Background: an optimization exercise with open tools, aiming at small area. Do not read the settings as production practice.
The RTL was checked by simulation tests, not by an equivalence proof against the original design.
The flow treats the clock pin as an ideal source, which a real chip does not have.
No activity file was given, so power comes from the tool's default toggle rates.

`design/flow/flow/post_cts.tcl`:
```
# Sourced by ORFS's cts.tcl after CTS (POST_CTS_TCL).
source $::env(LEAFSIZE_TCL)
leaf_downsize 0.105
detailed_placement
check_placement -verbose
estimate_parasitics -placement
```
`design/flow/config.mk`:
```
export PLATFORM = sky130hd
export DESIGN_NAME = neuron_status_sequencer
export DESIGN_NICKNAME = neuron_status_sequencer
export VERILOG_FILES = /design/flow/design.v
export SDC_FILE = /design/flow/constraint.sdc
export NUM_CORES = 4
export LEC_CHECK = 0
export CAP_MARGIN = 20
export CORE_MARGIN = 2
export CORE_UTILIZATION = 55
export PLACE_DENSITY = 0.65
export SLEW_MARGIN = 20
```
`design/flow/constraint.sdc`:
```
create_clock -name core_clock -period 6.0 [get_ports {Clock}]
set_input_delay 1.2000 -clock core_clock [delete_from_list [all_inputs] [get_ports {Clock}]]
set_output_delay 1.2000 -clock core_clock [all_outputs]
set_load 0.01 [all_outputs]
```
`design/flow/design.v`:
```
module neuron_status_sequencer #(
  parameter int DATA_WIDTH        = 64,
  parameter int TREF_WIDTH        = 5,
  parameter int NEURON_ADDR_WIDTH = 4
) (
  input  logic                         Clock,
  input  logic                         Reset,
  input  logic                         Start,
  input  logic                         InitWrEn,
  input  logic [NEURON_ADDR_WIDTH-1:0] InitAddr,
  input  logic signed [DATA_WIDTH-1:0] InitVmem,
  output logic                         UpdateEnable,
  output logic [NEURON_ADDR_WIDTH-1:0] NeuronAddr,
  output logic signed [DATA_WIDTH-1:0] Vmem,
  output logic signed [DATA_WIDTH-1:0] gex,
  output logic signed [DATA_WIDTH-1:0] gin,
  output logic [TREF_WIDTH+2:0]        RefVal,
  input  logic signed [DATA_WIDTH-1:0] VmemIn,
  input  logic signed [DATA_WIDTH-1:0] gexIn,
  input  logic signed [DATA_WIDTH-1:0] ginIn,
  input  logic [TREF_WIDTH+2:0]        RefValIn,
  input  logic                         SpikeIn,
  output logic                         SpikeValid,
  output logic [NEURON_ADDR_WIDTH-1:0] SpikeAddr,
  output logic                         Busy,
  output logic                         Done
);
  localparam int NUM_NEURONS = 1 << NEURON_ADDR_WIDTH;
  localparam int REF_WIDTH   = TREF_WIDTH + 3;
  localparam int G_WIDTH     = 2 * DATA_WIDTH + REF_WIDTH;
  logic capture;
  assign UpdateEnable = Busy & ~capture & ~Done;
  always_ff @(posedge Clock) begin
    if (Reset) begin
      Busy       <= 1'b0;
      capture    <= 1'b0;
      Done       <= 1'b0;
      NeuronAddr <= '0;
    end else if (!Busy) begin
      Busy <= Start;
    end else if (Done) begin
      Busy <= 1'b0;
      Done <= 1'b0;
    end else if (!capture) begin
      capture <= 1'b1;
    end else begin
      capture    <= 1'b0;
      NeuronAddr <= NeuronAddr + 1'b1;
      Done       <= &NeuronAddr;
    end
  end
  logic init_write;
  assign init_write = ~Busy & InitWrEn;
  logic [NUM_NEURONS-1:0] vmem_v;
  logic [NUM_NEURONS-1:0] g_v;
  always_ff @(posedge Clock) begin
    for (int i = 0; i < NUM_NEURONS; i++) begin
      if (Reset) begin
        vmem_v[i] <= 1'b0;
        g_v[i]    <= 1'b0;
      end else if (init_write && InitAddr == i) begin
        vmem_v[i] <= 1'b1;
        g_v[i]    <= 1'b0;
      end else if (capture && NeuronAddr == i) begin
        vmem_v[i] <= 1'b1;
        g_v[i]    <= 1'b1;
      end
    end
  end
  logic [DATA_WIDTH-1:0] vmem_q [NUM_NEURONS];
  logic [DATA_WIDTH-1:0] vmem_wd;
  assign vmem_wd = (VmemIn & {DATA_WIDTH{capture}}) | (InitVmem & {DATA_WIDTH{~Busy}});
  always_ff @(posedge Clock) begin
    for (int i = 0; i < NUM_NEURONS; i++) begin
      if ((init_write && InitAddr == i) || (capture && NeuronAddr == i))
        vmem_q[i] <= vmem_wd;
    end
  end
  always_comb begin
    Vmem = '0;
    for (int i = 0; i < NUM_NEURONS; i++)
      Vmem = Vmem | (vmem_q[i] & {DATA_WIDTH{vmem_v[i] && NeuronAddr == i}});
  end
  logic [G_WIDTH-1:0] g_q [NUM_NEURONS];
  always_ff @(posedge Clock) begin
    if (capture) begin
      for (int i = 0; i < NUM_NEURONS - 1; i++)
        g_q[i] <= g_q[i+1];
      g_q[NUM_NEURONS-1] <= {gexIn, ginIn, RefValIn};
    end
  end
  logic g_ok;
  assign g_ok = g_v[NeuronAddr];
  assign {gex, gin, RefVal} = g_q[0] & {G_WIDTH{g_ok}};
  logic [NEURON_ADDR_WIDTH-1:0] spike_addr_q;
  assign SpikeValid = capture & SpikeIn;
  assign SpikeAddr  = SpikeValid ? NeuronAddr : spike_addr_q;
  always_ff @(posedge Clock) begin
    if (Reset)
      spike_addr_q <= '0;
    else if (SpikeValid)
      spike_addr_q <= NeuronAddr;
  end
endmodule
```
`design/flow/flow/run.sh`:
```
#!/bin/bash
# Standard ORFS layout (the standard.sh, standard synthesis included) with these changes:
# - ports are buffered with the smallest buffer, sky130_fd_sc_hd__buf_1;
# - CTS inserts no dummy loads and uses its own clustering settings;
# - after CTS, post_cts.tcl gives each leaf clock buffer the smallest clkbuf size that keeps
#   the estimated slew at its flip-flop clock pins under 105 ps, then legalizes placement.
# Each tool's output is logged under orfs/logs; make's output goes to flow_make.log.
set -euo pipefail
here=$(cd "$(dirname "$0")" && pwd)
export BUFFER_PORTS_ARGS="-buffer_cell sky130_fd_sc_hd__buf_1"
export CTS_ARGS="-sink_clustering_enable -repair_clock_nets -dont_use_dummy_load -sink_clustering_size 10 -sink_clustering_max_diameter 60 -buf_list sky130_fd_sc_hd__clkbuf_4"
export LEAFSIZE_TCL="$here/leafsize.tcl"
export POST_CTS_TCL="$here/post_cts.tcl"
bash standard.sh finish > flow_make.log 2>&1
```
`design/flow/standard.sh`:
```
#!/bin/bash
# synth_recipe.tcl (not shown) runs the flow's synth.tcl, then flattens the netlist and writes it again
# the make line also repeats each setting of config.mk as NAME=value (left out here)
make -C /OpenROAD-flow-scripts/flow DESIGN_CONFIG=/design/flow/config.mk WORK_HOME=/design/flow/orfs CLKGATE_MAP_FILE= SYNTH_SCRIPT=/design/flow/synth_recipe.tcl "${@:-finish}"
```
`design/flow/flow/leafsize.tcl`:
```
# Downsize clock-tree leaf buffers while every flip-flop clock pin they drive keeps its
# estimated slew under LEAF_SLEW_LIMIT (ns).
proc leaf_max_slew {inst} {
  set worst 0
  foreach it [[[$inst findITerm X] getNet] getITerms] {
    if {[$it isInputSignal] || [$it getIoType] eq "INPUT"} {
      set pin [get_pins [[$it getInst] getName]/[[$it getMTerm] getName]]
      set s [get_property $pin slew_max]
      if {$s > $worst} {set worst $s}
    }
  }
  return $worst
}
proc leaf_downsize {limit} {
  estimate_parasitics -placement
  set sizes {sky130_fd_sc_hd__clkbuf_16 sky130_fd_sc_hd__clkbuf_8 sky130_fd_sc_hd__clkbuf_4 sky130_fd_sc_hd__clkbuf_2}
  set db [ord::get_db]
  set changed 0
  foreach inst [[ord::get_db_block] getInsts] {
    set m [[$inst getMaster] getName]
    set idx [lsearch $sizes $m]
    if {$idx < 0} continue
    set out [$inst findITerm X]
    if {$out eq "NULL"} continue
    set net [$out getNet]
    if {$net eq "NULL"} continue
    # leaf: drives at least one register clock pin
    set leaf 0
    foreach it [$net getITerms] {
      if {[[$it getMTerm] getName] eq "CLK"} {set leaf 1; break}
    }
    if {!$leaf} continue
    # smallest size whose sinks meet the limit; the largest if none does
    set best [lindex $sizes 0]
    foreach sz [lreverse $sizes] {
      replace_cell [$inst getName] $sz
      if {[leaf_max_slew $inst] <= $limit} { set best $sz; break }
    }
    if {[[$inst getMaster] getName] ne $best} { replace_cell [$inst getName] $best }
    if {$best ne $m} { incr changed }
  }
  puts "leaf_downsize: $changed downsizing steps"
}
```
==> summary.md, run 1 <==
| Metric | Value |
|---|---|
| Die X | 441 microns |
| Netlist Area Pre-Place | 105,000 sq um |
| Seq cells post-synth | 3,243 |
| WHS | 0.249 ns |
| Crit-path cells | inv_1, ha_2, and3_4, buf_4, a221oi_1, nand3_1, a211o_1, buf_1 |
| Final instance area | 115,000 sq um |
| Setup crit start kind | flip-flop |
| Filler instances | 13,215 |
| Die H | 441 microns |
| Flop pwr share | 71.1% |
| Setup crit end kind | output pin |
| Worst-Skew Late Latency | 1.37 ns |
| CTS clk-pin slew, worst paths | 0.10 ns |
| Worst slew pin tran | 1.14 ns |
| Final Hold Fails | 0 |
| Die area | 195,000 sq um |
| Maximum VDD drop | 0.258 mV |
| CP Data Arrival Time | 4.54 ns |
| Dpl hpwl | 96,100 microns |
| Placed insts | 7,344 |
| DP Area | 111,000 sq um |
| TritonCTS Sinks | 3,243 |
| Post-route setup TNS | 0 ns |
| Switching Fraction | 20.7% |
| PwrDens | 331 nW/um^2 |
| RSZ-0062 raised after global routing | no |
| CP peak stage delay | 0.66 ns |
| Highest-delay cell along the critical path | buf_4 |
| Port bufs | 484 |
| First-pass GRT wire length | 263,000 microns |
| DR vias/cell | 5.64 |
| CP Class | flip-flop to output pin |
| Post-route ant nets | 0 |
| Worst Skew | 0.104 ns |
| P&R area growth vs syn | 9.46% |
| Register Area | 97,000 sq um |
| Critical path peak fanout | 37 |
| Fin crit period | 5.74 ns |
| Starting Density | 55.3% |
| P_sw | 7.87 mW |
| Final setup viols | 0 |
| Final WL | 181,000 microns |
| Post-Layout Cell Count | 7,863 |
| Pin count of the biggest net entering global routing | 209 |
| Fmax | 174 MHz |
| Slew headroom | 24.3% |
| Gpl congestion | 0.799 |
| Vias in the first global route | 43,237 |
| IO Count | 485 |
| Post-Syn Instances | 4,427 |
| R2R setup slack | 2.72 ns |
| Combinational Power Share | 4.5% |
| Area leader, netlist | edfxtp_1 |
| Pre-CTS setup slack | 1.13 ns |
| Setup ws final | 0.264 ns |
| Global Route Usage Sum | 18.3% |
| Iteration-0 DRC Markers | 4,780 |
| CTS tree | yes |
| Initial antenna violation count | 4 |
| Status | complete, no violations |
| Synth warn | 3 |
| Share of cells above drive strength 1 | 9.73% |
| Syn Area/Cell | 23.7 sq um |
| Nets | 5,625 |
| # DRC | 0 |
| Internal | 30.2 mW |
| Power Total | 38.1 mW |
| DR pass1 iterations | 8 |
| Power share of the clock group | 24.5% |
| HP Class | input pin to flip-flop |
| Max-cap viol count | 0 |
| Post-DR wirelength/cell | 23.0 microns |
| Synth top area cells | edfxtp_1 (91%), a22oi_1 (1.8%), a22o_1 (1.1%) |
| Site Rows | 160 |
| Worst Path Required | 4.80 ns |
| Total gr overflow | 0 |
| Leakage | 36.4 nW |
| Slew Viols, Final | 0 |
| Vias | 44,316 |
| Core area | 190,000 sq um |
| Synth cell types | 44 |
| Fin util | 60.6% |
| Multi-input logic area | 7780 sq um |
| Tcrit/Tclk final | 95.6% |
| Seq/Total Area, Yosys | 92.2% |
| Post-synth top area share | 91.4% |
-- Yosys cell counts, drive strengths merged --
cell / number
o22ai: 2
and4: 3
inv: 4
nor2b: 9
a2111oi: 1
ha: 4
nor3: 22
mux4: 2
a22o: 127
nand2b: 2
nand4: 1
xor2: 1
clkbuf: 86
edfxtp: 3200
nor2: 44
o21ai: 9
o41ai: 1
nand2: 9
buf: 74
or3: 2
and4b: 5
a222oi: 64
a21oi: 4
and3: 8
mux2i: 2
mux2: 3
a31o: 7
nor4bb: 2
o2111ai: 1
a221oi: 63
a31oi: 15
a211o: 64
and2: 137
or4b: 1
o21ba: 4
a22oi: 258
or2: 1
nand3b: 2
xnor2: 2
dfxtp: 43
nand3: 138
-- worst paths after layout --
| kind | from | end | depth (start not counted) |
|---|---|---|---|
| worst max register to register | capture | g_q[10][49] | 3 |
| worst min register to register | g_q[3][54] | g_q[2][54] | 0 |
| worst max-delay path | NeuronAddr[0] | Vmem[29] | 8 |
| worst min-delay path | gexIn[54] | g_q[15][126] | 1 |
-- worst max-delay path: cells and delay by family, from the launching register on --
kind	cells	cell delay [ns]
buffers and inverters	3	1.08
and+or+nand+nor	2	0.72
adders and majority gates	1	0.47
AOI/OAI and AO/OA	2	0.45
DFF	1	0.42
-- cells by family after synthesis --
| logic type | Yosys count | synth area share, % |
|---|---|---|
| mux | 7 | 0.0940 |
| simple gates | 386 | 2.02 |
| flops | 3243 | 92.2 |
| xor+xnor | 3 | 0.0250 |
| fa+ha+maj | 4 | 0.0476 |
| buf+inv | 164 | 0.688 |
| compound gates | 620 | 4.88 |
-- cells in the final DEF, fill, tap and decap left out, types with 6 or more instances in the layout --
master,n
a31oi_1,15
clkbuf_4,344
nand3_1,132
clkbuf_8,30
a221oi_1,63
nor2b_1,9
edfxtp_1,3200
a222oi_1,64
nand3_4,6
buf_12,24
and3_4,6
a211o_1,64
a22oi_1,258
a31o_4,7
nor2_1,43
a22o_1,127
and2_1,137
nor3_1,21
dlygate4sd3_1,135
o21ai_4,6
buf_1,484
buf_4,56
diode_2,6
nand2_1,7
dfxtp_1,40
-- per-layer routing --
layer	vias to the layer above	GRT usage, %	part of all wire, %
met3	388	3.70	7.1
met1	22223	24.2	39
met5	-	0	0.015
li1	20014	-	-
met2	1687	29.8	50
met4	4	8.30	4.0
-- power groups by stage --
stage / logic [mW] / registers [mW] / clock network [mW]
global placement: 1.62 / 27.5 / 0
global route: 1.85 / 27.2 / 10.6
detailed placement: 1.66 / 27.6 / 0
finish: 1.70 / 27.0 / 9.31
floorplan: 0.516 / 28.8 / 0
-- flip-flops by register name (all words and copies together), names as in the netlist --
register	count
Busy	1
Done	1
NeuronAddr	4
capture	1
g_q	2176
g_v	16
spike_addr_q	4
vmem_q	1024
vmem_v	16
-- layout make-up --
| class | count | area share, % |
|---|---|---|
| timing repair buffer | 702 | 3.58 |
| antenna | 6 | 0.0131 |
| clock buffer | 377 | 2.62 |
| multi-input combinational | 1020 | 6.76 |
| tap | 2511 | 2.73 |
| sequential | 3243 | 84.3 |
| inverter | 4 | 0.0131 |
==> inputs of run 2 (changes only) <==
--- a/design/flow/flow/run.sh
+++ b/design/flow/flow/run.sh
@@ -8,7 +8,7 @@
 set -euo pipefail
 here=$(cd "$(dirname "$0")" && pwd)
 export BUFFER_PORTS_ARGS="-buffer_cell sky130_fd_sc_hd__buf_1"
-export CTS_ARGS="-sink_clustering_enable -repair_clock_nets -dont_use_dummy_load -sink_clustering_size 10 -sink_clustering_max_diameter 60 -buf_list sky130_fd_sc_hd__clkbuf_4"
+export CTS_ARGS="-sink_clustering_enable -repair_clock_nets -dont_use_dummy_load -sink_clustering_size 16 -sink_clustering_max_diameter 80 -buf_list sky130_fd_sc_hd__clkbuf_8"
 export LEAFSIZE_TCL="$here/leafsize.tcl"
 export POST_CTS_TCL="$here/post_cts.tcl"
 bash standard.sh finish > flow_make.log 2>&1
==> run 2 against run 1 <==
Net effect: core utilization shrank 0.71 points; largest power group unchanged; via count shrank 3.2%; final cell count shrank 3.7%.
==> summary.md, run 2 <==
| Metric | Value |
|---|---|
| Status | complete, no violations |
| Worst Path Required | 4.80 ns (about the same) |
| Vias | 42,891 (-3.2%) |
| Netlist Area Pre-Place | 105,000 sq um (unchanged) |
| Final WL | 177,000 microns (-2.1%) |
| Synth cell types | 44 (unchanged) |
| Die X | 441 microns (unchanged) |
| TritonCTS Sinks | 3,243 (unchanged) |
| Port bufs | 484 (unchanged) |
| Setup crit end kind | output pin |
| DR WL met2 | 89,000 microns (-0.81%) |
| Ys flop type | edfxtp_1 |
| Final instance area | 114,000 sq um (-1.2%) |
| Ys async rst share | 0% (unchanged) |
| Starting Density | 55.3% (unchanged) |
| Nets | 5,335 (-5.2%) |
| Flop pwr share | 71.1% (about the same) |
| Pin count of the biggest net entering global routing | 209 (unchanged) |
| Gpl congestion | 0.799 (unchanged) |
| Seq cells post-synth | 3,243 (unchanged) |
| Post-DR wirelength/cell | 23.4 microns (+1.7%) |
| Combinational Power Share | 4.3% (-0.2 points) |
| Internal | 30.3 mW (+0.49%) |
| Dpl hpwl | 96,100 microns (unchanged) |
| Global Route Usage Sum | 17.8% (-0.51 points) |
| DP Area | 111,000 sq um (unchanged) |
| Placed insts | 7,344 (unchanged) |
| Synth warn | 3 (unchanged) |
| Synth top area cells | edfxtp_1 (91%), a22oi_1 (1.8%), a22o_1 (1.1%) |
| Pre-CTS setup slack | 1.13 ns (unchanged) |
| Commonest non-fill, non-tap cell in the layout | edfxtp_1 |
| Vias in the first global route | 40,952 (-5.3%) |
| Max-cap viol count | 0 (unchanged) |
| Initial antenna violation count | 2 (-2) |
| Switching Fraction | 20.2% (-0.48 points) |
| Fmax | 175 MHz (+0.21%) |
| Setup crit start kind | flip-flop |
| Seq/Total Area, Yosys | 92.2% (unchanged) |
| CP peak stage delay | 0.71 ns (+0.05 ns) |
| Site Rows | 160 (unchanged) |
| PwrDens | 334 nW/um^2 (+1.1%) |
| Worst slew pin tran | 1.26 ns (+0.123 ns) |
| P&R area growth vs syn | 8.17% |
| DR WL met3 | 11,900 microns (-8.1%) |
| Most instantiated cells after synthesis | edfxtp_1 (3,200), a22oi_1 (258), nand3_1 (138), and2_1 (137), a22o_1 (127) |
| RSZ-0062 raised after global routing | no |
| # DRC | 0 (unchanged) |
| CTS tree | yes |
| Most frequent cells in the layout | edfxtp_1 (3,200), buf_1 (484), a22oi_1 (258), clkbuf_8 (217), and2_1 (137) |
| Tcrit/Tclk final | 95.4% (-0.20 points) |
| Slew Viols, Final | 0 (unchanged) |
| DR vias/cell | 5.67 (+0.53%) |
| Top sig layer | met5 |
| Highest-delay cell along the critical path | ha_1 |
| Core area | 190,000 sq um (unchanged) |
| Power Total | 38.0 mW (-0.12%) |
| CP Data Arrival Time | 4.52 ns (-0.02 ns) |
| Post-Syn Instances | 4,427 (unchanged) |
| Total gr overflow | 0 (unchanged) |
| DR pass1 iterations | 9 (+1) |
| Post-synth EDFFs | 3,200 (unchanged) |
| Setup ws final | 0.276 ns (+0.0120 ns) |
| Post-synth top area share | 91.4% (unchanged) |
| Leakage | 35.6 nW (-2.1%) |
| Maximum VDD drop | 0.216 mV (-17%) |
| P_sw | 7.67 mW (-2.4%) |
| Power share of the clock group | 24.6% (about the same) |
| Crit-path cells | ha_1, and3_4, buf_4, a221oi_1, nand3_1, a211o_1, buf_1 |
| Worst Skew | 0.113 ns (+0.00836 ns) |
| Slew headroom | 16.1% (-8.2 points) |
| Post-Layout Cell Count | 7,570 (-3.7%) |
| Worst-Skew Late Latency | 1.00 ns (-0.37 ns) |
| HP Class | flip-flop to flip-flop |
| Final setup viols | 0 (unchanged) |
| Die area | 195,000 sq um (unchanged) |
| Final Hold Fails | 0 (unchanged) |
| Biggest register | g_q |
| Top-count cell post-synth | edfxtp_1 |
| Post-route ant nets | 0 (unchanged) |
| Syn Area/Cell | 23.7 sq um (unchanged) |
| WL met1 | 70,400 microns (-0.84%) |
| First-pass GRT wire length | 255,000 microns (-3.0%) |
| Area leader, netlist | edfxtp_1 |
| CTS clk-pin slew, worst paths | 0.10 ns (about the same) |
| Die H | 441 microns (unchanged) |
| CP Class | flip-flop to output pin |
| Max reg flops | 2,176 (unchanged) |
| IO Count | 485 (unchanged) |
| Biggest regs | g_q: 2176 flops, vmem_q: 1024 flops |
| Post-route setup TNS | 0 ns (unchanged) |
| Share of cells above drive strength 1 | 7.10% (-2.6 points) |
| Critical path peak fanout | 37 (unchanged) |
| Iteration-0 DRC Markers | 4,913 (+2.8%) |
| Fin crit period | 5.72 ns (-0.0120 ns) |
==> run 2: cell counts after synthesis <==
No cell type changed its count.
==> run 2: power by group through the flow <==
stage / Combinational [mW] / Clock, mW / Sequential (mW)
floorplan: 0.516 / 0 / 28.8
global placement: 1.62 / 0 / 27.5
detailed placement: 1.66 / 0 / 27.6
finish: 1.63 / 9.34 / 27.0
global route: 1.78 / 10.5 / 27.2
==> run 2: cell families after synthesis <==
family / synth area share (%)
buffers and inverters: 0.688
muxes: 0.0940
adders and majority gates: 0.0476
AOI/OAI and AO/OA: 4.88
and+or+nand+nor: 2.02
xor gates and xnor gates: 0.0250
DFF: 92.2
==> run 2: through the flow <==
stage	hold WS (ns)	util, %
floorplan	0.400	-
global route	0.246	59.8
detailed placement	0.405	58.2
finish	0.344	59.8
global placement	0.400	58.2
==> run 2: cell type report <==
class                      instances  area (sq um)
antenna                            3          7.51
fill                           13241         76300
tap                             2511          3140
clock buffer                     222          3060
inverter                           4          15.0
multi-input combinational       1020          7750
sequential                      3243         97000
timing repair buffer             567          2760
==> run 2: worst paths after layout <==
path	from	to	slack [ns]	depth (start not counted)
worst max-delay path	NeuronAddr[1]	Vmem[15]	0.28	7
worst min-delay path	g_q[8][128]	g_q[7][128]	0.34	0
worst max register to register	NeuronAddr[1]	vmem_q[15][27]	2.52	4
worst min register to register	g_q[8][128]	g_q[7][128]	0.34	0
==> run 2: routing by layer <==
layer  global-route usage (%)  vias up
met1                     23.9    21755
li1                         -    19276
met3                     3.02      292
met2                     29.7     1566
met4                     6.45        2
met5                        0        -
==> run 2: worst max-delay path: cells and delay by family (launching register included) <==
kind                       cells  cell delay [ns]
buffers and inverters          2             0.85
adders and majority gates      1             0.71
DFF                            1             0.68
AOI/OAI and AO/OA              2             0.47
and+or+nand+nor                2             0.77
==> inputs of run 3 (changes only) <==
--- a/design/flow/design.v
+++ b/design/flow/design.v
@@ -49,37 +49,40 @@
       Done       <= &NeuronAddr;
     end
   end
+  logic [NUM_NEURONS-1:0] addr_oh;
+  always_ff @(posedge Clock) begin
+    if (Reset)
+      addr_oh <= NUM_NEURONS'(1);
+    else if (Busy && capture)
+      addr_oh <= {addr_oh[NUM_NEURONS-2:0], addr_oh[NUM_NEURONS-1]};
+  end
   logic init_write;
   assign init_write = ~Busy & InitWrEn;
-  logic [NUM_NEURONS-1:0] vmem_v;
   logic [NUM_NEURONS-1:0] g_v;
   always_ff @(posedge Clock) begin
     for (int i = 0; i < NUM_NEURONS; i++) begin
-      if (Reset) begin
-        vmem_v[i] <= 1'b0;
-        g_v[i]    <= 1'b0;
-      end else if (init_write && InitAddr == i) begin
-        vmem_v[i] <= 1'b1;
-        g_v[i]    <= 1'b0;
-      end else if (capture && NeuronAddr == i) begin
-        vmem_v[i] <= 1'b1;
-        g_v[i]    <= 1'b1;
-      end
+      if (Reset)
+        g_v[i] <= 1'b0;
+      else if (init_write && InitAddr == i)
+        g_v[i] <= 1'b0;
+      else if (capture && addr_oh[i])
+        g_v[i] <= 1'b1;
     end
   end
   logic [DATA_WIDTH-1:0] vmem_q [NUM_NEURONS];
   logic [DATA_WIDTH-1:0] vmem_wd;
-  assign vmem_wd = (VmemIn & {DATA_WIDTH{capture}}) | (InitVmem & {DATA_WIDTH{~Busy}});
+  assign vmem_wd = (VmemIn & {DATA_WIDTH{capture & ~Reset}}) |
+                   (InitVmem & {DATA_WIDTH{~Busy & ~Reset}});
   always_ff @(posedge Clock) begin
     for (int i = 0; i < NUM_NEURONS; i++) begin
-      if ((init_write && InitAddr == i) || (capture && NeuronAddr == i))
+      if (Reset || (init_write && InitAddr == i) || (capture && addr_oh[i]))
         vmem_q[i] <= vmem_wd;
     end
   end
   always_comb begin
     Vmem = '0;
     for (int i = 0; i < NUM_NEURONS; i++)
-      Vmem = Vmem | (vmem_q[i] & {DATA_WIDTH{vmem_v[i] && NeuronAddr == i}});
+      Vmem = Vmem | (vmem_q[i] & {DATA_WIDTH{addr_oh[i]}});
   end
   logic [G_WIDTH-1:0] g_q [NUM_NEURONS];
   always_ff @(posedge Clock) begin
@@ -90,7 +93,7 @@
     end
   end
   logic g_ok;
-  assign g_ok = g_v[NeuronAddr];
+  assign g_ok = |(g_v & addr_oh);
   assign {gex, gin, RefVal} = g_q[0] & {G_WIDTH{g_ok}};
   logic [NEURON_ADDR_WIDTH-1:0] spike_addr_q;
   assign SpikeValid = capture & SpikeIn;
--- a/design/flow/config.mk
+++ b/design/flow/config.mk
@@ -7,6 +7,6 @@
 export LEC_CHECK = 0
 export CAP_MARGIN = 20
 export CORE_MARGIN = 2
-export CORE_UTILIZATION = 55
-export PLACE_DENSITY = 0.65
+export CORE_UTILIZATION = 65
+export PLACE_DENSITY = 0.72
 export SLEW_MARGIN = 20
==> run 3 against run 2 <==
Net effect: first-iteration DRC count shrank 2.3%; sequential share of layout area grew 0.41 points; core utilization grew 11 points; global-route usage grew 3.0 points; critical endpoint is now gin[11]; largest cell class unchanged.
==> summary.md, run 3 <==
| Metric | Value |
|---|---|
| HP Class | flip-flop to flip-flop |
| Status | complete, no violations |
| Share of cells above drive strength 1 | 7.63% (+0.53 points) |
| Flop pwr share | 71.5% (+0.4 points) |
| Die area | 165,000 sq um (-15%) |
| DR WL met2 | 82,900 microns (-6.8%) |
| P_sw | 7.87 mW (+2.6%) |
| Combinational Power Share | 4.7% (+0.4 points) |
| Ys async rst share | 0% (unchanged) |
| Setup crit end kind | output pin |
| Global Route Usage Sum | 20.8% (+3.0 points) |
| Synth Area in Compound Gates | 5.15% (+0.28 points) |
| Vias in the first global route | 40,297 (-1.6%) |
| Max-cap viol count | 0 (unchanged) |
| Netlist Area Pre-Place | 105,000 sq um (-0.21%) |
| Post-DR wirelength/cell | 24.3 microns (+3.6%) |
| Worst Skew | 0.0683 ns (-0.0444 ns) |
| Tcrit/Tclk final | 81.0% (-14 points) |
| Dpl hpwl | 89,300 microns (-7.1%) |
| Pre-CTS setup slack | 2.12 ns (+0.983 ns) |
| Placed insts | 6,890 (-6.2%) |
| Nets | 5,228 (-2.0%) |
| RSZ-0062 raised after global routing | no |
| CP Class | flip-flop to output pin |
| Post-route setup TNS | 0 ns (unchanged) |
| # DRC | 0 (unchanged) |
| CTS clk-pin slew, worst paths | 0.10 ns (about the same) |
| Post-synth top area share | 91.6% (+0.19 points) |
| Die H | 406 microns (-8.0%) |
| Seq/Total Area, Yosys | 92.4% (+0.19 points) |
| Most instantiated cells after synthesis | edfxtp_1 (3,200), a22o_1 (324), a221oi_1 (260), nor2b_1 (157), clkbuf_1 (131) |
| Pin count of the biggest net entering global routing | 225 (+7.7%) |
| Starting Density | 65.4% (+10 points) |
| Vias | 42,691 (-0.47%) |
| Seq cells post-synth | 3,243 (unchanged) |
| TritonCTS Sinks | 3,243 (unchanged) |
| Post-Syn Instances | 4,368 (-1.3%) |
| Most frequent cells in the layout | edfxtp_1 (3,200), buf_1 (483), a22o_1 (264), a221oi_1 (260), clkbuf_8 (219) |
| Synth warn | 3 (unchanged) |
| Synth cell types | 29 (-34%) |
| Internal | 30.9 mW (+1.8%) |
| WHS Path Cells | 0 (unchanged) |
| P&R area growth vs syn | 7.95% |
| Setup ws final | 1.14 ns (+0.865 ns) |
| Top-count cell post-synth | edfxtp_1 |
| Ys flop type | edfxtp_1 |
| Critical path peak fanout | 74 (+100%) |
| Iteration-0 DRC Markers | 4,799 (-2.3%) |
| Cells on worst reg2reg path | 3 (-1) |
| Core area | 160,000 sq um (-16%) |
| Gpl congestion | 0.810 (+1.4%) |
| Top sig layer | met5 |
| Fin util | 70.6% (+11 points) |
| Slew headroom | 19.5% (+3.4 points) |
| Max reg flops | 2,176 (unchanged) |
| Final Hold Fails | 0 (unchanged) |
| IO Count | 485 (unchanged) |
| Port bufs | 484 (unchanged) |
| First-pass GRT wire length | 250,000 microns (-2.1%) |
| Area share of fa/ha/maj cells after synthesis | 0.0119% (-0.036 points) |
| Setup crit start kind | flip-flop |
| DR WL met3 | 16,100 microns (+36%) |
| Fin crit period | 4.86 ns (-0.865 ns) |
| Final instance area | 113,000 sq um (-0.42%) |
| DR pass1 iterations | 6 (-3) |
| Die X | 406 microns (-8.0%) |
| Maximum VDD drop | 0.279 mV (+29%) |
| Synth Area in XOR/XNOR | 0.0334% (+0.0084 points) |
| Final WL | 173,000 microns (-2.6%) |
| PwrDens | 342 nW/um^2 (+2.4%) |
| DR vias/cell | 6.00 (+5.9%) |
| Biggest register | g_q |
| Fmax | 206 MHz (+18%) |
| Leakage | 35.9 nW (+0.92%) |
| Post-Layout Cell Count | 7,118 (-6.0%) |
| Worst slew pin tran | 1.21 ns (-0.0510 ns) |
| Largest family of logic cells by synthesized area | compound AO/OA/AOI/OAI gates |
| CP Data Arrival Time | 3.66 ns (-0.86 ns) |
| Power share of the clock group | 23.8% (-0.8 points) |
| Commonest non-fill, non-tap cell in the layout | edfxtp_1 |
| CTS tree | yes |
| Filler instances | 9,267 (-30%) |
| Total gr overflow | 0 (unchanged) |
| Post-synth EDFFs | 3,200 (unchanged) |
| Initial antenna violation count | 9 (+7) |
| WL met1 | 69,700 microns (-1.0%) |
| Site Rows | 147 (-8.1%) |
| Biggest regs | g_q: 2176 flops, vmem_q: 1024 flops |
| Switching Fraction | 20.3% (+0.13 points) |
| Final setup viols | 0 (unchanged) |
| Worst Path Required | 4.80 ns (about the same) |
| Synth Area in Simple Gates | 1.66% (-0.36 points) |
| Slew Viols, Final | 0 (unchanged) |
| Post-route ant nets | 0 (unchanged) |
| Area leader, netlist | edfxtp_1 |
| Synth top area cells | edfxtp_1 (92%), a22o_1 (2.7%), a221oi_1 (2.2%) |
| Post-synthesis mux area share | 0.0429% (-0.051 points) |
| DP Area | 110,000 sq um (-0.41%) |
| Syn Area/Cell | 24.0 sq um (+1.1%) |
| Worst-Skew Late Latency | 0.96 ns (-0.04 ns) |
[run 3: cell types whose count changed after synthesis, sizes merged, moves of 136 or more]
cell,delta
nand3,-138
a221oi,+197
a22o,+197
a22oi,-258
nor2b,+148
and2,-136
[run 3: metrics by stage]
step	total power, mW	hold slack [ns]
finish	38.7	0.392
global route	40.1	0.299
detailed placement	30.1	0.405
floorplan	30.0	0.400
global placement	29.9	0.400
[run 3: power by group through the flow]
stage               Combinational (mW)  Sequential (mW)  Clock, mW
floorplan                        0.674             29.4          0
global placement                  1.79             28.1          0
detailed placement                1.83             28.2          0
global route                      1.97             27.9       10.3
finish                            1.81             27.7       9.23
[run 3: cell families (layout without fill, tap and decap cells)]
| kind of cell | after synthesis | after routing |
|---|---|---|
| buffers and inverters | 172 | 756 |
| XOR/XNOR | 4 | 4 |
| adder cells (fa/ha/maj) | 1 | 1 |
| other | 0 | 6 |
| flip-flops | 3243 | 3243 |
| multiplexers | 4 | 4 |
| AO/OA/AOI/OAI | 637 | 637 |
| AND/OR/NAND/NOR | 307 | 307 |
[run 3: critical path: stages (launching register included)]
cell      delay, ns
dfxtp_4        0.56
a22o_1         0.27
a221oi_1       0.24
and4_4         0.88
buf_12         0.33
nor2b_1        0.11
buf_1          0.15
[run 3: cell type report]
type / count / area, sq um / share of cell area (%)
Multi-Input combinational cell: 953 / 8090 / 7.14
Tap cell: 2160 / 2700 / 2.39
Antenna cell: 6 / 15.0 / 0.0133
Sequential cell: 3243 / 97000 / 85.7
Inverter: 4 / 15.0 / 0.0133
Clock buffer: 221 / 3040 / 2.69
Timing Repair Buffer: 531 / 2340 / 2.06
[run 3: layer usage]
layer | vias up | GRT usage, %
met5 | - | 0
met4 | 2 | 5.80
met3 | 303 | 4.10
met2 | 1913 | 32.7
met1 | 21453 | 30.7
li1 | 19020 | -
[run 3: final timing paths]
path	endpoint	slack [ns]	from
worst min register to register	g_q[8][122]	0.39	g_q[9][122]
worst max-delay path	gin[11]	1.14	addr_oh[8]
worst max register to register	g_q[14][94]	2.80	capture
worst min-delay path	g_q[8][122]	0.39	g_q[9][122]
==> inputs of run 4 (changes only) <==
--- a/design/flow/config.mk
+++ b/design/flow/config.mk
@@ -7,6 +7,6 @@
 export LEC_CHECK = 0
 export CAP_MARGIN = 20
 export CORE_MARGIN = 2
-export CORE_UTILIZATION = 65
-export PLACE_DENSITY = 0.72
+export CORE_UTILIZATION = 55
+export PLACE_DENSITY = 0.65
 export SLEW_MARGIN = 20
==> run 4 against run 3 <==
Net effect: highest routed layer unchanged; hold slack worse by 0.068 ns; clock power is 2% higher; still clean on timing, DRC and antenna; flip-flop and latch count stayed put; clock skew rose by 0.049 ns; non-clock buffer count increased by 5; register-to-register slack got worse by 0.05 ns; global-route usage is 2.8 points lower.
==> summary.md, run 4 <==
| Metric | Value |
|---|---|
| Power share of the clock group | 24.1% (+0.3 points) |
| Share of cells above drive strength 1 | 7.78% (+0.15 points) |
| Site Rows | 160 (+8.8%) |
| Worst flop-to-flop path startpoint | capture |
| Met3 Use GR | 3.23% (-0.87 points) |
| Die H | 441 microns (+8.6%) |
| Worst-Skew Late Latency | 0.97 ns (about the same) |
| DR vias/cell | 5.70 (-4.9%) |
| Synth warn | 3 (unchanged) |
| Worst Hold End | g_q[3][13] |
| Die X | 441 microns (+8.6%) |
| Gpl congestion | 0.801 (-1.1%) |
| Post-DR wirelength/cell | 23.8 microns (-1.7%) |
| Global Route Usage Sum | 18.0% (-2.8 points) |
| Ys async rst share | 0% (unchanged) |
| P&R area growth vs syn | 8.39% |
| Nets | 5,236 (+0.15%) |
| Tcrit/Tclk final | 79.8% (-1.2 points) |
| IO Count | 485 (unchanged) |
| CP Data Arrival Time | 3.59 ns (-0.07 ns) |
| Setup crit start kind | flip-flop |
| Slew headroom | 22.5% (+3.0 points) |
| Iteration-0 DRC Markers | 4,759 (-0.83%) |
| Die area | 194,000 sq um (+18%) |
| Max-cap viol count | 0 (unchanged) |
| Ys flop type | edfxtp_1 |
| Post-route ant nets | 0 (unchanged) |
| # DRC | 0 (unchanged) |
| Max reg flops | 2,176 (unchanged) |
| Setup crit end kind | output pin |
| Core area | 190,000 sq um (+18%) |
| WHS Path Cells | 0 (unchanged) |
| Grt peak-use layer | met2 |
| Post-route setup TNS | 0 ns (unchanged) |
| Vias | 42,602 (-0.21%) |
| Cells on worst reg2reg path | 3 (unchanged) |
| Combinational Power Share | 4.7% (about the same) |
| Top-count cell post-synth | edfxtp_1 |
| Min-delay src | g_q[4][13] |
| Biggest register | g_q |
| Synth top area cells | edfxtp_1 (92%), a22o_1 (2.7%), a221oi_1 (2.2%) |
| Final WL | 178,000 microns (+3.2%) |
| Port bufs | 484 (unchanged) |
| Worst Skew | 0.117 ns (+0.0489 ns) |
| Seq/Total Area, Yosys | 92.4% (unchanged) |
| Switching Fraction | 20.6% (+0.28 points) |
| Grt met2 use | 29.9% (-2.8 points) |
| Area leader, netlist | edfxtp_1 |
| Leakage | 36.0 nW (about the same) |
| HP Class | flip-flop to flip-flop |
| Post-Syn Instances | 4,368 (unchanged) |
| First-pass GRT wire length | 258,000 microns (+3.3%) |
| Post-synth EDFFs | 3,200 (unchanged) |
| Final Hold Fails | 0 (unchanged) |
| R2R setup slack | 2.75 ns (-0.05 ns) |
| DP Area | 111,000 sq um (+0.45%) |
| WHS | 0.325 ns (-0.0676 ns) |
| Maximum VDD drop | 0.234 mV (-16%) |
| Status | complete, no violations |
| CTS clk-pin slew, worst paths | 0.10 ns (about the same) |
| Biggest regs | g_q: 2176 flops, vmem_q: 1024 flops |
| Worst Path Required | 4.80 ns (about the same) |
| TritonCTS Sinks | 3,243 (unchanged) |
| Seq cells post-synth | 3,243 (unchanged) |
| Total gr overflow | 0 (unchanged) |
| Fmax | 209 MHz (+1.5%) |
| Syn Area/Cell | 24.0 sq um (unchanged) |
| DR pass1 iterations | 6 (unchanged) |
| Pin count of the biggest net entering global routing | 208 (-7.6%) |
| Netlist Area Pre-Place | 105,000 sq um (unchanged) |
| Vias in the first global route | 41,166 (+2.2%) |
| Post-Layout Cell Count | 7,472 (+5.0%) |
| Fin util | 59.9% (-11 points) |
| Fin crit period | 4.79 ns (-0.0732 ns) |
| Flop pwr share | 71.2% (-0.3 points) |
| Dpl hpwl | 91,600 microns (+2.6%) |
| CTS tree | yes |
| Commonest non-fill, non-tap cell in the layout | edfxtp_1 |
| Slew Viols, Final | 0 (unchanged) |
| P_sw | 8.01 mW (+1.7%) |
| Placed insts | 7,247 (+5.2%) |
| Worst slew pin tran | 1.16 ns (-0.0446 ns) |
| Final setup viols | 0 (unchanged) |
| Internal | 30.9 mW (about the same) |
| Most instantiated cells after synthesis | edfxtp_1 (3,200), a22o_1 (324), a221oi_1 (260), nor2b_1 (157), clkbuf_1 (131) |
| PwrDens | 342 nW/um^2 (about the same) |
| Final instance area | 114,000 sq um (+0.40%) |
| Starting Density | 55.3% (-10 points) |
| Critical path peak fanout | 52 (-30%) |
| CP Class | flip-flop to output pin |
| Synth cell types | 29 (unchanged) |
| Initial antenna violation count | 4 (-5) |
| Met1 GRT Util | 24.8% (-5.9 points) |
| RSZ-0062 raised after global routing | no |
| Post-synth top area share | 91.6% (unchanged) |
| R2R Path End | g_q[14][12] |
| Most frequent cells in the layout | edfxtp_1 (3,200), buf_1 (483), a22o_1 (264), a221oi_1 (260), clkbuf_8 (220) |
-- run 4: stage by stage --
stage | setup WS [ns] | power, mW
2_1_floorplan | -13.01 | 30.0
3_3_place_gp | 2.22 | 30.0
3_5_place_dp | 2.09 | 30.1
5_1_grt | 0.961 | 40.3
6_report | 1.21 | 38.9
-- run 4: logic make-up (layout without fill, tap and decap cells) --
family,after synthesis,after routing,share of synthesized area (%)
DFF,3243,3243,92.4
AOI/OAI and AO/OA,637,637,5.15
and+or+nand+nor,307,307,1.66
buffers and inverters,172,764,0.660
xor gates and xnor gates,4,4,0.0334
muxes,4,4,0.0429
adders and majority gates,1,1,0.0119
other,0,1,0
-- run 4: area by class of cell --
type / instances / area [sq um]
clock buffers: 224 / 3050
diodes: 1 / 2.50
multi-input cells: 953 / 8090
repair buffers: 536 / 2360
well taps: 2511 / 3140
inverters: 4 / 15.0
fillers: 13176 / 76100
flip-flops and latches: 3243 / 97000
-- run 4: worst max path at each step --
stage | endpoint | depth (start not counted) | startpoint
6_report | gex[36] | 6 | addr_oh[13]
5_1_grt | gex[36] | 6 | addr_oh[14]
3_5_place_dp | vmem_q[15][28] | 6 | InitAddr[0]
3_3_place_gp | vmem_q[0][61] | 4 | Reset
2_1_floorplan | SpikeAddr[0] | 2 | capture
-- run 4: power by group through the flow --
stage	clock [mW]	combinational [mW]	sequential [mW]
finish	9.37	1.83	27.7
global route	10.5	1.99	27.9
detailed placement	0	1.87	28.2
global placement	0	1.83	28.1
floorplan	0	0.674	29.4
-- run 4: worst max-delay path, cell delays in order (launching register included) --
cell      delay (ns)
dfxtp_4         0.57
a22o_1          0.28
a221oi_1        0.27
and4_4          0.74
buf_4           0.44
nor2b_1         0.10
buf_1           0.15
-- run 4: per-layer routing --
layer  vias up  routed length (microns)
met1     21664                    71800
li1      19024                        -
met5         -                       31
met4         4                     4430
met3       314                    12600
met2      1596                    89300
==> inputs of run 5 (changes only) <==
--- a/design/flow/config.mk
+++ b/design/flow/config.mk
@@ -5,8 +5,8 @@
 export SDC_FILE = /design/flow/constraint.sdc
 export NUM_CORES = 4
 export LEC_CHECK = 0
-export CAP_MARGIN = 20
+export CAP_MARGIN = 5
 export CORE_MARGIN = 2
 export CORE_UTILIZATION = 55
 export PLACE_DENSITY = 0.65
-export SLEW_MARGIN = 20
+export SLEW_MARGIN = 5
==> run 5 against run 4 <==
Net effect: synthesized cell count stayed put; first-iteration DRC count stayed put; clock power hardly changed; count of clock-buffer cells in the layout stayed put; final cell count stayed put; largest power group unchanged; register-to-register slack hardly changed; die area stayed put; routed wire length stayed put; hold slack stayed put; sequential power hardly changed.
==> summary.md, run 5 <==
| Metric | Value |
|---|---|
| Pre-CTS setup slack | 2.09 ns (unchanged) |
| Worst Path Required | 4.80 ns (about the same) |
| IO Count | 485 (unchanged) |
| Worst-Skew Late Latency | 0.97 ns (about the same) |
| Port bufs | 484 (unchanged) |
| Fmax | 209 MHz (unchanged) |
| Synth warn | 3 (unchanged) |
| Area leader, netlist | edfxtp_1 |
| Synth Area in XOR/XNOR | 0.0334% (unchanged) |
| Top sig layer | met5 |
| DR WL met3 | 12,600 microns (unchanged) |
| # DRC | 0 (unchanged) |
| DR vias/cell | 5.70 (unchanged) |
| Fin util | 59.9% (unchanged) |
| Pin count of the biggest net entering global routing | 208 (unchanged) |
| Post-route ant nets | 0 (unchanged) |
| WL met1 | 71,800 microns (unchanged) |
| Synth Area in Compound Gates | 5.15% (unchanged) |
| Die area | 194,000 sq um (unchanged) |
| Area share of fa/ha/maj cells after synthesis | 0.0119% (unchanged) |
| Most instantiated cells after synthesis | edfxtp_1 (3,200), a22o_1 (324), a221oi_1 (260), nor2b_1 (157), clkbuf_1 (131) |
| PwrDens | 342 nW/um^2 (unchanged) |
| DR WL met2 | 89,300 microns (unchanged) |
| Post-DR wirelength/cell | 23.8 microns (unchanged) |
| Seq cells post-synth | 3,243 (unchanged) |
| First-pass GRT wire length | 258,000 microns (unchanged) |
| CP peak stage delay | 0.74 ns (about the same) |
| Top-count cell post-synth | edfxtp_1 |
| Post-synth top area share | 91.6% (unchanged) |
| Post-Syn Instances | 4,368 (unchanged) |
| Final instance area | 114,000 sq um (unchanged) |
| Die H | 441 microns (unchanged) |
| Power Total | 38.9 mW (unchanged) |
| Maximum VDD drop | 0.234 mV (unchanged) |
| Post-Layout Cell Count | 7,472 (unchanged) |
| HP Class | flip-flop to flip-flop |
| TritonCTS Sinks | 3,243 (unchanged) |
| Synth cell types | 29 (unchanged) |
| Synth top area cells | edfxtp_1 (92%), a22o_1 (2.7%), a221oi_1 (2.2%) |
| Setup crit start kind | flip-flop |
| Max reg flops | 2,176 (unchanged) |
| Post-synth EDFFs | 3,200 (unchanged) |
| Worst slew pin tran | 1.16 ns (unchanged) |
| Vias | 42,602 (unchanged) |
| Status | complete, no violations |
| Vias in the first global route | 41,166 (unchanged) |
| Final Hold Fails | 0 (unchanged) |
| Leakage | 36.0 nW (unchanged) |
| Crit-path cells | a22o_1, a221oi_1, and4_4, buf_4, nor2b_1, buf_1 |
| Setup ws final | 1.21 ns (unchanged) |
| Synth Area in Simple Gates | 1.66% (unchanged) |
| Total gr overflow | 0 (unchanged) |
| Worst Skew | 0.117 ns (unchanged) |
| Most frequent cells in the layout | edfxtp_1 (3,200), buf_1 (483), a22o_1 (264), a221oi_1 (260), clkbuf_8 (220) |
| CP Data Arrival Time | 3.59 ns (about the same) |
| Die X | 441 microns (unchanged) |
| DP Area | 111,000 sq um (unchanged) |
| Slew Viols, Final | 0 (unchanged) |
| Critical path peak fanout | 52 (unchanged) |
| Biggest register | g_q |
| Final setup viols | 0 (unchanged) |
| Dpl hpwl | 91,600 microns (unchanged) |
| Starting Density | 55.3% (unchanged) |
| Highest-delay cell along the critical path | and4_4 |
| WHS | 0.325 ns (unchanged) |
| Netlist Area Pre-Place | 105,000 sq um (unchanged) |
| CTS tree | yes |
| Largest family of logic cells by synthesized area | compound AO/OA/AOI/OAI gates |
| Initial antenna violation count | 4 (unchanged) |
| Fin crit period | 4.79 ns (unchanged) |
| Nets | 5,236 (unchanged) |
| Post-synthesis mux area share | 0.0429% (unchanged) |
| Global Route Usage Sum | 18.0% (unchanged) |
| Setup crit end kind | output pin |
| Gpl congestion | 0.801 (unchanged) |
| Share of cells above drive strength 1 | 7.78% (unchanged) |
| Tcrit/Tclk final | 79.8% (unchanged) |
| Ys async rst share | 0% (unchanged) |
| Ys flop type | edfxtp_1 |
| Slew headroom | 22.5% (unchanged) |
| DR pass1 iterations | 6 (unchanged) |
| Iteration-0 DRC Markers | 4,759 (unchanged) |
| Final WL | 178,000 microns (unchanged) |
| Biggest regs | g_q: 2176 flops, vmem_q: 1024 flops |
| CP Class | flip-flop to output pin |
| Syn Area/Cell | 24.0 sq um (unchanged) |
| RSZ-0062 raised after global routing | no |
| Post-route setup TNS | 0 ns (unchanged) |
| R2R setup slack | 2.75 ns (about the same) |
| CTS clk-pin slew, worst paths | 0.10 ns (about the same) |
| Site Rows | 160 (unchanged) |
| P&R area growth vs syn | 8.39% (unchanged) |
| Placed insts | 7,247 (unchanged) |
| Max-cap viol count | 0 (unchanged) |
| Commonest non-fill, non-tap cell in the layout | edfxtp_1 |
| Seq/Total Area, Yosys | 92.4% (unchanged) |
| Core area | 190,000 sq um (unchanged) |
==> run 5: worst max-delay path: cells and delay by family (launching register included) <==
family | cells | cell delay [ns]
AND/OR/NAND/NOR | 2 | 0.84
buffers and inverters | 2 | 0.59
flip-flops | 1 | 0.57
AO/OA/AOI/OAI | 2 | 0.55
==> run 5: metal layers <==
layer	track usage (%)	vias up
met4	5.44	4
met5	0	-
met2	29.9	1596
li1	-	19024
met3	3.23	314
met1	24.8	21664
==> run 5: final timing paths <==
path               startpoint     endpoint  cells after the start
setup / recovery  addr_oh[13]      gex[36]                      6
hold / removal     g_q[4][13]   g_q[3][13]                      0
setup reg to reg      capture  g_q[14][12]                      3
hold reg to reg    g_q[4][13]   g_q[3][13]                      0
==> run 5: cell type report <==
class,count,area (sq um)
flip-flops and latches,3243,97000
fillers,13176,76100
multi-input cells,953,8090
well taps,2511,3140
clock buffers,224,3050
repair buffers,536,2360
inverters,4,15.0
diodes,1,2.50
==> run 5: cells by family after synthesis <==
family,count (synthesis)
flip-flops,3243
AO/OA/AOI/OAI,637
AND/OR/NAND/NOR,307
buffers and inverters,172
XOR/XNOR,4
multiplexers,4
adder cells (fa/ha/maj),1
==> run 5: where the power goes <==
| group | total [mW] | switching [mW] | internal [mW] | leakage, nW |
|---|---|---|---|---|
| Sequential | 27.7 | 0.479 | 27.2 | 31.0 |
| Combinational | 1.83 | 1.45 | 0.372 | 3.36 |
| Clock | 9.37 | 6.07 | 3.29 | 1.60 |
| Total | 38.9 | 8.01 | 30.9 | 36.0 |
==> inputs of run 6 (changes only) <==
--- a/design/flow/flow/run.sh
+++ b/design/flow/flow/run.sh
@@ -2,6 +2,7 @@
 # Standard ORFS layout (the standard.sh, standard synthesis included) with these changes:
 # - ports are buffered with the smallest buffer, sky130_fd_sc_hd__buf_1;
 # - CTS inserts no dummy loads and uses its own clustering settings;
+# - floorplan only removes synthesis buffers (no gate upsizing before placement);
 # - after CTS, post_cts.tcl gives each leaf clock buffer the smallest clkbuf size that keeps
 #   the estimated slew at its flip-flop clock pins under 105 ps, then legalizes placement.
 # Each tool's output is logged under orfs/logs; make's output goes to flow_make.log.
@@ -11,4 +12,7 @@
 export CTS_ARGS="-sink_clustering_enable -repair_clock_nets -dont_use_dummy_load -sink_clustering_size 16 -sink_clustering_max_diameter 80 -buf_list sky130_fd_sc_hd__clkbuf_8"
 export LEAFSIZE_TCL="$here/leafsize.tcl"
 export POST_CTS_TCL="$here/post_cts.tcl"
+# Skip the floorplan-stage repair_timing, which sizes gates up against wire-load-model
+# delays of still unbuffered high-fanout nets; just remove synthesis buffers there.
+export REMOVE_ABC_BUFFERS=1
 bash standard.sh finish > flow_make.log 2>&1
--- a/design/flow/config.mk
+++ b/design/flow/config.mk
@@ -5,8 +5,8 @@
 export SDC_FILE = /design/flow/constraint.sdc
 export NUM_CORES = 4
 export LEC_CHECK = 0
-export CAP_MARGIN = 5
+export CAP_MARGIN = 20
 export CORE_MARGIN = 2
 export CORE_UTILIZATION = 55
 export PLACE_DENSITY = 0.65
-export SLEW_MARGIN = 5
+export SLEW_MARGIN = 20
==> run 6 against run 5 <==
Net effect: global-route usage grew 0.15 points; final cell count increased by 0.24%; die area unchanged; clock power hardly changed; combinational power shrank 3%; register-to-register slack better by 0.09 ns; sequential power hardly changed; clock skew shrank 0.037 ns; routed wire length up 0.69%; total power is essentially flat; worst setup slack worse by 0.11 ns; area after synthesis did not move; critical path type unchanged.
==> summary.md, run 6 <==
| Metric | Value |
|---|---|
| Post-DR wirelength/cell | 24.0 microns (+0.45%) |
| Initial antenna violation count | 2 (-2) |
| Gpl congestion | 0.792 (-1.2%) |
| Worst flop-to-flop path startpoint | Busy |
| WP depth | 6 (unchanged) |
| Seq/Total Area, Yosys | 92.4% (unchanged) |
| Met3 Use GR | 3.94% (+0.71 points) |
| Crit path capture | gin[41] |
| Grt peak-use layer | met2 |
| Post-route setup TNS | 0 ns (unchanged) |
| Top-count cell post-synth | edfxtp_1 |
| Crit-path cells | a22o_1, a221oi_1, and4_4, buf_4, nor2b_1, buf_1 |
| Commonest non-fill, non-tap cell in the layout | edfxtp_1 |
| Synth warn | 3 (unchanged) |
| Vias in the first global route | 41,274 (+0.26%) |
| Starting Density | 55.3% (unchanged) |
| Worst Skew | 0.0803 ns (-0.0369 ns) |
| Seq cells post-synth | 3,243 (unchanged) |
| Die H | 441 microns (unchanged) |
| Pin count of the biggest net entering global routing | 221 (+6.3%) |
| Ys flop type | edfxtp_1 |
| CTS clk-pin slew, worst paths | 0.10 ns (about the same) |
| Post-route ant nets | 0 (unchanged) |
| Global Route Usage Sum | 18.2% (+0.15 points) |
| Worst Setup SP | addr_oh[14] |
| Grt met2 use | 29.1% (-0.80 points) |
| Most instantiated cells after synthesis | edfxtp_1 (3,200), a22o_1 (324), a221oi_1 (260), nor2b_1 (157), clkbuf_1 (131) |
| Netlist Area Pre-Place | 105,000 sq um (unchanged) |
| Filler instances | 13,315 (+1.1%) |
| Fmax | 204 MHz (-2.2%) |
| Fin crit period | 4.89 ns (+0.106 ns) |
| R2R setup slack | 2.84 ns (+0.09 ns) |
| Dpl hpwl | 93,400 microns (+2.0%) |
| Most frequent cells in the layout | edfxtp_1 (3,200), buf_1 (483), a22o_1 (324), a221oi_1 (260), clkbuf_8 (217) |
| Ys async rst share | 0% (unchanged) |
| R2R Path End | vmem_q[8][55] |
| Critical path peak fanout | 49 (-5.8%) |
| Crit path buf inv count | 2 (unchanged) |
| HP Class | input pin to flip-flop |
| Worst slew pin tran | 1.18 ns (+0.0150 ns) |
| PwrDens | 344 nW/um^2 (+0.45%) |
| Power Total | 38.9 mW (about the same) |
| Maximum VDD drop | 0.223 mV (-4.5%) |
| Setup crit start kind | flip-flop |
| Met1 GRT Util | 24.7% (-0.056 points) |
| Total gr overflow | 0 (unchanged) |
| Worst-Skew Late Latency | 1.04 ns (+0.07 ns) |
| # DRC | 0 (unchanged) |
| Setup crit end kind | output pin |
| First-pass GRT wire length | 259,000 microns (+0.38%) |
| RSZ-0062 raised after global routing | no |
| Site Rows | 160 (unchanged) |
| Post-synth top area share | 91.6% (unchanged) |
| Die X | 441 microns (unchanged) |
| IO Count | 485 (unchanged) |
| Synth cell types | 29 (unchanged) |
| Vias | 42,798 (+0.46%) |
| Final Hold Fails | 0 (unchanged) |
| Post-synth EDFFs | 3,200 (unchanged) |
| CP Class | flip-flop to output pin |
| Placed insts | 7,264 (+0.23%) |
| Fin util | 59.6% (-0.29 points) |
| Cell family with most CP delay | simple AND/OR/NAND/NOR gates |
| CP Data Arrival Time | 3.69 ns (+0.10 ns) |
| TritonCTS Sinks | 3,243 (unchanged) |
| Share of cells above drive strength 1 | 6.71% (-1.1 points) |
| Die area | 194,000 sq um (unchanged) |
| Max-cap viol count | 0 (unchanged) |
| Tcrit/Tclk final | 81.5% (+1.8 points) |
| Port bufs | 484 (unchanged) |
| Post-Layout Cell Count | 7,490 (+0.24%) |
| DR pass1 iterations | 5 (-1) |
| Nets | 5,252 (+0.31%) |
| Iteration-0 DRC Markers | 4,643 (-2.4%) |
| Slew Viols, Final | 0 (unchanged) |
| Status | complete, no violations |
| Final setup viols | 0 (unchanged) |
| Area leader, netlist | edfxtp_1 |
| Leakage | 35.7 nW (-0.78%) |
| Cells on worst reg2reg path | 5 (+2) |
| WHS | 0.324 ns (-0.000822 ns) |
| Core area | 190,000 sq um (unchanged) |
| Final WL | 179,000 microns (+0.69%) |
| Synth top area cells | edfxtp_1 (92%), a22o_1 (2.7%), a221oi_1 (2.2%) |
| P&R area growth vs syn | 7.87% |
| Biggest regs | g_q: 2176 flops, vmem_q: 1024 flops |
| Worst Path Required | 4.80 ns (about the same) |
| Slew headroom | 21.5% (-1.0 points) |
| CTS tree | yes |
| Min-delay src | gexIn[52] |
| Biggest register | g_q |
| Post-Syn Instances | 4,368 (unchanged) |
| DR vias/cell | 5.71 (+0.22%) |
| Syn Area/Cell | 24.0 sq um (unchanged) |
| Highest-delay cell along the critical path | and4_4 |
| CP peak stage delay | 0.82 ns (+0.08 ns) |
| Max reg flops | 2,176 (unchanged) |
## run 6: changes by cell type in the layout (fill, tap and decap cells not counted), moves of 8 or more
cell     previous run  this run
a22o_1            264       324
a22o_4             60         0
dfxtp_2             0        16
dfxtp_4            17         1
nand2_2             0        13
nand2_8            13         0
buf_4              40        49
nand2_1            42        51
nand2_4            10         1
buf_12             12        20
## run 6: logic make-up after synthesis
logic type | after synthesis | synth area share (%)
AOI/OAI and AO/OA | 637 | 5.15
xor gates and xnor gates | 4 | 0.0334
adders and majority gates | 1 | 0.0119
buffers and inverters | 172 | 0.660
DFF | 3243 | 92.4
muxes | 4 | 0.0429
and+or+nand+nor | 307 | 1.66
## run 6: per-layer routing
metal	vias up	wire length, microns
met5	-	0
met4	0	6710
met3	315	12900
met2	1514	87200
met1	21914	72600
li1	19055	-
## run 6: worst min-delay path by stage
stage,cells after the start,end,slack (ns)
floorplan,0,g_q[0][0],0.40
global placement,0,g_q[8][65],0.40
detailed placement,0,g_q[0][103],0.40
global route,1,g_q[15][134],0.21
finish,1,g_q[15][124],0.32
## run 6: layout make-up
class,instances,area [sq um],area share [%]
sequential,3243,97000,85.7
multi-input combinational,953,7300,6.45
tap,2511,3140,2.78
clock buffer,222,3080,2.72
timing repair buffer,554,2610,2.31
inverter,4,15.0,0.0133
antenna,3,7.51,0.00664
## run 6: power by group
part,switching [mW],leakage [nW],total [mW],internal (mW)
registers,0.472,31.0,27.7,27.2
logic,1.44,3.08,1.78,0.343
clock network,6.06,1.61,9.39,3.33
total,7.98,35.7,38.9,30.9
## run 6: stage by stage
stage               cell area, sq um  setup WS (ns)
global placement              110000           1.92
global route                  113000          0.809
detailed placement            110000           1.98
finish                        113000           1.11
floorplan                     104000         -60.00
==> inputs of run 7 (changes only) <==
--- a/design/flow/config.mk
+++ b/design/flow/config.mk
@@ -7,6 +7,8 @@
 export LEC_CHECK = 0
 export CAP_MARGIN = 20
 export CORE_MARGIN = 2
-export CORE_UTILIZATION = 55
-export PLACE_DENSITY = 0.65
+export CORE_UTILIZATION = 65
+export GPL_ROUTABILITY_DRIVEN = 0
+export GPL_TIMING_DRIVEN = 0
+export PLACE_DENSITY = 0.72
 export SLEW_MARGIN = 20
==> run 7 against run 6 <==
Net effect: still clean; via count up 0.34%; worst setup slack worse by 0.43 ns; area after synthesis unchanged; global-route usage up 2.7 points; design area up 0.97%; clock skew down 0.0094 ns; clock power down 1%; sequential share of layout area down 0.79 points; hold slack better by 0.032 ns; routed wire length down 3.3%; sequential power about the same; critical path type unchanged; largest cell class unchanged.
==> summary.md, run 7 <==
| Metric | Value |
|---|---|
| Most frequent cells in the layout | edfxtp_1 (3,200), buf_1 (483), a22o_1 (324), a221oi_1 (260), clkbuf_8 (219) |
| Worst-Skew Late Latency | 0.95 ns (-0.09 ns) |
| CTS tree | yes |
| Initial antenna violation count | 9 (+7) |
| Final instance area | 114,000 sq um (+0.97%) |
| Die X | 406 microns (-7.9%) |
| Post-DR wirelength/cell | 24.3 microns (+1.2%) |
| Final setup viols | 0 (unchanged) |
| CP Data Arrival Time | 4.13 ns (+0.44 ns) |
| Pin count of the biggest net entering global routing | 69 (-69%) |
| Setup crit end kind | output pin |
| CP Class | flip-flop to output pin |
| Worst Path Required | 4.80 ns (about the same) |
| Biggest regs | g_q: 2176 flops, vmem_q: 1024 flops |
| DP Area | 111,000 sq um (+1.0%) |
| Crit path buf inv count | 4 (+2) |
| Post-Syn Instances | 4,368 (unchanged) |
| Commonest non-fill, non-tap cell in the layout | edfxtp_1 |
| WP depth | 8 (+2) |
| DR vias/cell | 6.00 (+5.0%) |
| Largest family of logic cells by synthesized area | compound AO/OA/AOI/OAI gates |
| Synth cell types | 29 (unchanged) |
| Setup crit start kind | flip-flop |
| Final Hold Fails | 0 (unchanged) |
| WHS Path Cells | 0 (-1) |
| Post-route ant nets | 0 (unchanged) |
| Highest-delay cell along the critical path | and4_4 |
| Worst flop-to-flop path startpoint | capture |
| Die H | 406 microns (-7.9%) |
| Iteration-0 DRC Markers | 5,112 (+10%) |
| RSZ-0062 raised after global routing | no |
| Vias | 42,942 (+0.34%) |
| Slew Viols, Final | 0 (unchanged) |
| Status | complete, no violations |
| Synth Area in XOR/XNOR | 0.0334% (unchanged) |
| Worst Skew | 0.0709 ns (-0.00945 ns) |
| R2R Path End | g_q[2][59] |
| Tcrit/Tclk final | 88.8% (+7.2 points) |
| Fmax | 188 MHz (-8.2%) |
| Top cell by count, worst path | buf_16 |
| P&R area growth vs syn | 8.92% |
| First-pass GRT wire length | 252,000 microns (-2.8%) |
| Synth top area cells | edfxtp_1 (92%), a22o_1 (2.7%), a221oi_1 (2.2%) |
| Most instantiated cells after synthesis | edfxtp_1 (3,200), a22o_1 (324), a221oi_1 (260), nor2b_1 (157), clkbuf_1 (131) |
| Global Route Usage Sum | 20.9% (+2.7 points) |
| Post-synth top area share | 91.6% (unchanged) |
| Port bufs | 484 (unchanged) |
| Top-count cell post-synth | edfxtp_1 |
| Cell family with most CP delay | buffers and inverters |
| Ys async rst share | 0% (unchanged) |
| Ys flop type | edfxtp_1 |
| Area share of fa/ha/maj cells after synthesis | 0.0119% (unchanged) |
| HP Class | flip-flop to flip-flop |
| Post-synth EDFFs | 3,200 (unchanged) |
| Fin crit period | 5.33 ns (+0.435 ns) |
| Maximum VDD drop | 0.291 mV (+30%) |
| Synth warn | 3 (unchanged) |
| Netlist Area Pre-Place | 105,000 sq um (unchanged) |
| CP peak stage delay | 0.74 ns (-0.08 ns) |
| Met1 GRT Util | 29.6% (+4.9 points) |
| Filler instances | 9,200 (-31%) |
| DR pass1 iterations | 5 (unchanged) |
| Synth Area in Compound Gates | 5.15% (unchanged) |
| Post-synthesis mux area share | 0.0429% (unchanged) |
| Grt peak-use layer | met2 |
| Seq/Total Area, Yosys | 92.4% (unchanged) |
| Max reg flops | 2,176 (unchanged) |
| CTS clk-pin slew, worst paths | 0.10 ns (about the same) |
| Die area | 165,000 sq um (-15%) |
| Met3 Use GR | 3.88% (-0.060 points) |
| Core area | 160,000 sq um (-15%) |
| Worst Setup SP | addr_oh[13] |
| Total gr overflow | 0 (unchanged) |
| Critical path peak fanout | 53 (+8.2%) |
| Cells on worst reg2reg path | 8 (+3) |
| PwrDens | 340 nW/um^2 (-0.90%) |
| Crit-path cells | buf_16, a22o_1, a221oi_1, and4_4, buf_16, buf_16, nor2b_1, buf_1 |
| Dpl hpwl | 95,300 microns (+2.0%) |
| Share of cells above drive strength 1 | 7.05% (+0.33 points) |
| TritonCTS Sinks | 3,243 (unchanged) |
| Slew headroom | 47.8% (+26 points) |
| Area leader, netlist | edfxtp_1 |
| Vias in the first global route | 41,002 (-0.66%) |
| Crit path capture | gin[47] |
| Grt met2 use | 33.5% (+4.5 points) |
| Starting Density | 65.4% (+10 points) |
| Synth Area in Simple Gates | 1.66% (unchanged) |
| Worst slew pin tran | 0.782 ns (-0.395 ns) |
| Max-cap viol count | 0 (unchanged) |
| IO Count | 485 (unchanged) |
| Site Rows | 147 (-8.1%) |
| Final WL | 174,000 microns (-3.3%) |
| # DRC | 0 (unchanged) |
| Syn Area/Cell | 24.0 sq um (unchanged) |
| Nets | 5,271 (+0.36%) |
| Post-route setup TNS | 0 ns (unchanged) |
| R2R setup slack | 2.57 ns (-0.27 ns) |
| Biggest register | g_q |
| Leakage | 36.2 nW (+1.5%) |
| Seq cells post-synth | 3,243 (unchanged) |
## run 7: cell count changes in the layout (fill, tap and decap cells not counted), sizes merged
cell,change
buf,+21
clkbuf,-2
diode,-1
## run 7: power by group
part | switching, mW | internal (mW) | leakage (nW) | total (mW)
registers | 0.454 | 27.2 | 31.0 | 27.6
logic | 1.48 | 0.501 | 3.63 | 1.98
clock network | 5.97 | 3.31 | 1.60 | 9.28
## run 7: worst min-delay path by stage
stage	slack (ns)	start	endpoint
finish	0.36	g_q[9][11]	g_q[8][11]
global route	0.29	ginIn[57]	g_q[15][65]
global placement	0.40	g_q[12][42]	g_q[11][42]
floorplan	0.40	g_q[1][0]	g_q[0][0]
detailed placement	0.40	g_q[1][106]	g_q[0][106]
## run 7: metrics by stage
stage	hold slack (ns)	instances	utilization [%]	setup slack (ns)	power (mW)
after global routing	0.289	7157	71.2	0.463	40.2
after floorplan	0.400	4200	-	-60.00	29.5
after global placement	0.400	6844	67.8	-88.70	29.7
after detailed placement	0.405	6934	69.3	1.60	30.2
final	0.356	7157	71.2	0.674	38.9
## run 7: cells by family after synthesis
| logic type | count (synthesis) |
|---|---|
| flip-flops | 3243 |
| AO/OA/AOI/OAI | 637 |
| AND/OR/NAND/NOR | 307 |
| buffers and inverters | 172 |
| XOR/XNOR | 4 |
| multiplexers | 4 |
| adder cells (fa/ha/maj) | 1 |
## run 7: per-layer routing
layer / wire length, microns / vias to the layer above / share of wire, %
met5: 34 / - / 0.020
met4: 5230 / 6 / 3.0
met3: 15600 / 329 / 9.0
met2: 84100 / 1897 / 48
met1: 68600 / 21610 / 40
li1: - / 19100 / -
## run 7: cell type report
cell class | instances | area (sq um) | share of cell area, %
inverter | 4 | 15.0 | 0.0131
multi-input combinational | 953 | 7380 | 6.46
timing repair buffer | 574 | 4050 | 3.54
tap | 2160 | 2700 | 2.37
sequential | 3243 | 97000 | 84.9
clock buffer | 221 | 3060 | 2.68
antenna | 2 | 5.00 | 0.00438

==> separate check: timing with driven ports <==
How much do the figures lean on ideal ports? The routed layouts below were timed once more, with nothing changed but the port constraints.
Step 1 (the two cells are an assumption about what drives the block):
set clk [get_ports {Clock}]
set_driving_cell -lib_cell sky130_fd_sc_hd__clkbuf_16 $clk
set_driving_cell -lib_cell sky130_fd_sc_hd__buf_2 [delete_from_list [all_inputs] $clk]
Step 2 adds t to the input delays and takes it off the output delays; t is the mean of the earliest and latest rising clock arrival at the registers after step 1. Input paths then give back, and output paths get back, about the clock's delay inside the block.
Three values: ideal, step 1, step 2; two values: the first two.
run | t (ns) | setup slack, ns | worst setup path at the end | slew at the worst register clock pin (ns)
run 1 | 1.401 | 0.264 / 0.188 / 1.588 | register to output | 0.11 / 0.11
run 2 | 1.020 | 0.276 / 0.203 / 1.223 | register to output | 0.10 / 0.10
run 3 | 1.004 | 1.141 / 1.060 / 2.064 | register to output | 0.11 / 0.11
run 4 | 1.004 | 1.214 / 1.137 / 1.995 | input to register | 0.11 / 0.11
run 5 | 1.004 | 1.214 / 1.137 / 1.995 | input to register | 0.11 / 0.11
run 6 | 1.060 | 1.108 / 1.034 / 1.998 | input to register | 0.11 / 0.11
run 7 | 0.990 | 0.674 / 0.596 / 1.585 | register to output | 0.11 / 0.11
After both steps every run listed still meets setup and hold.
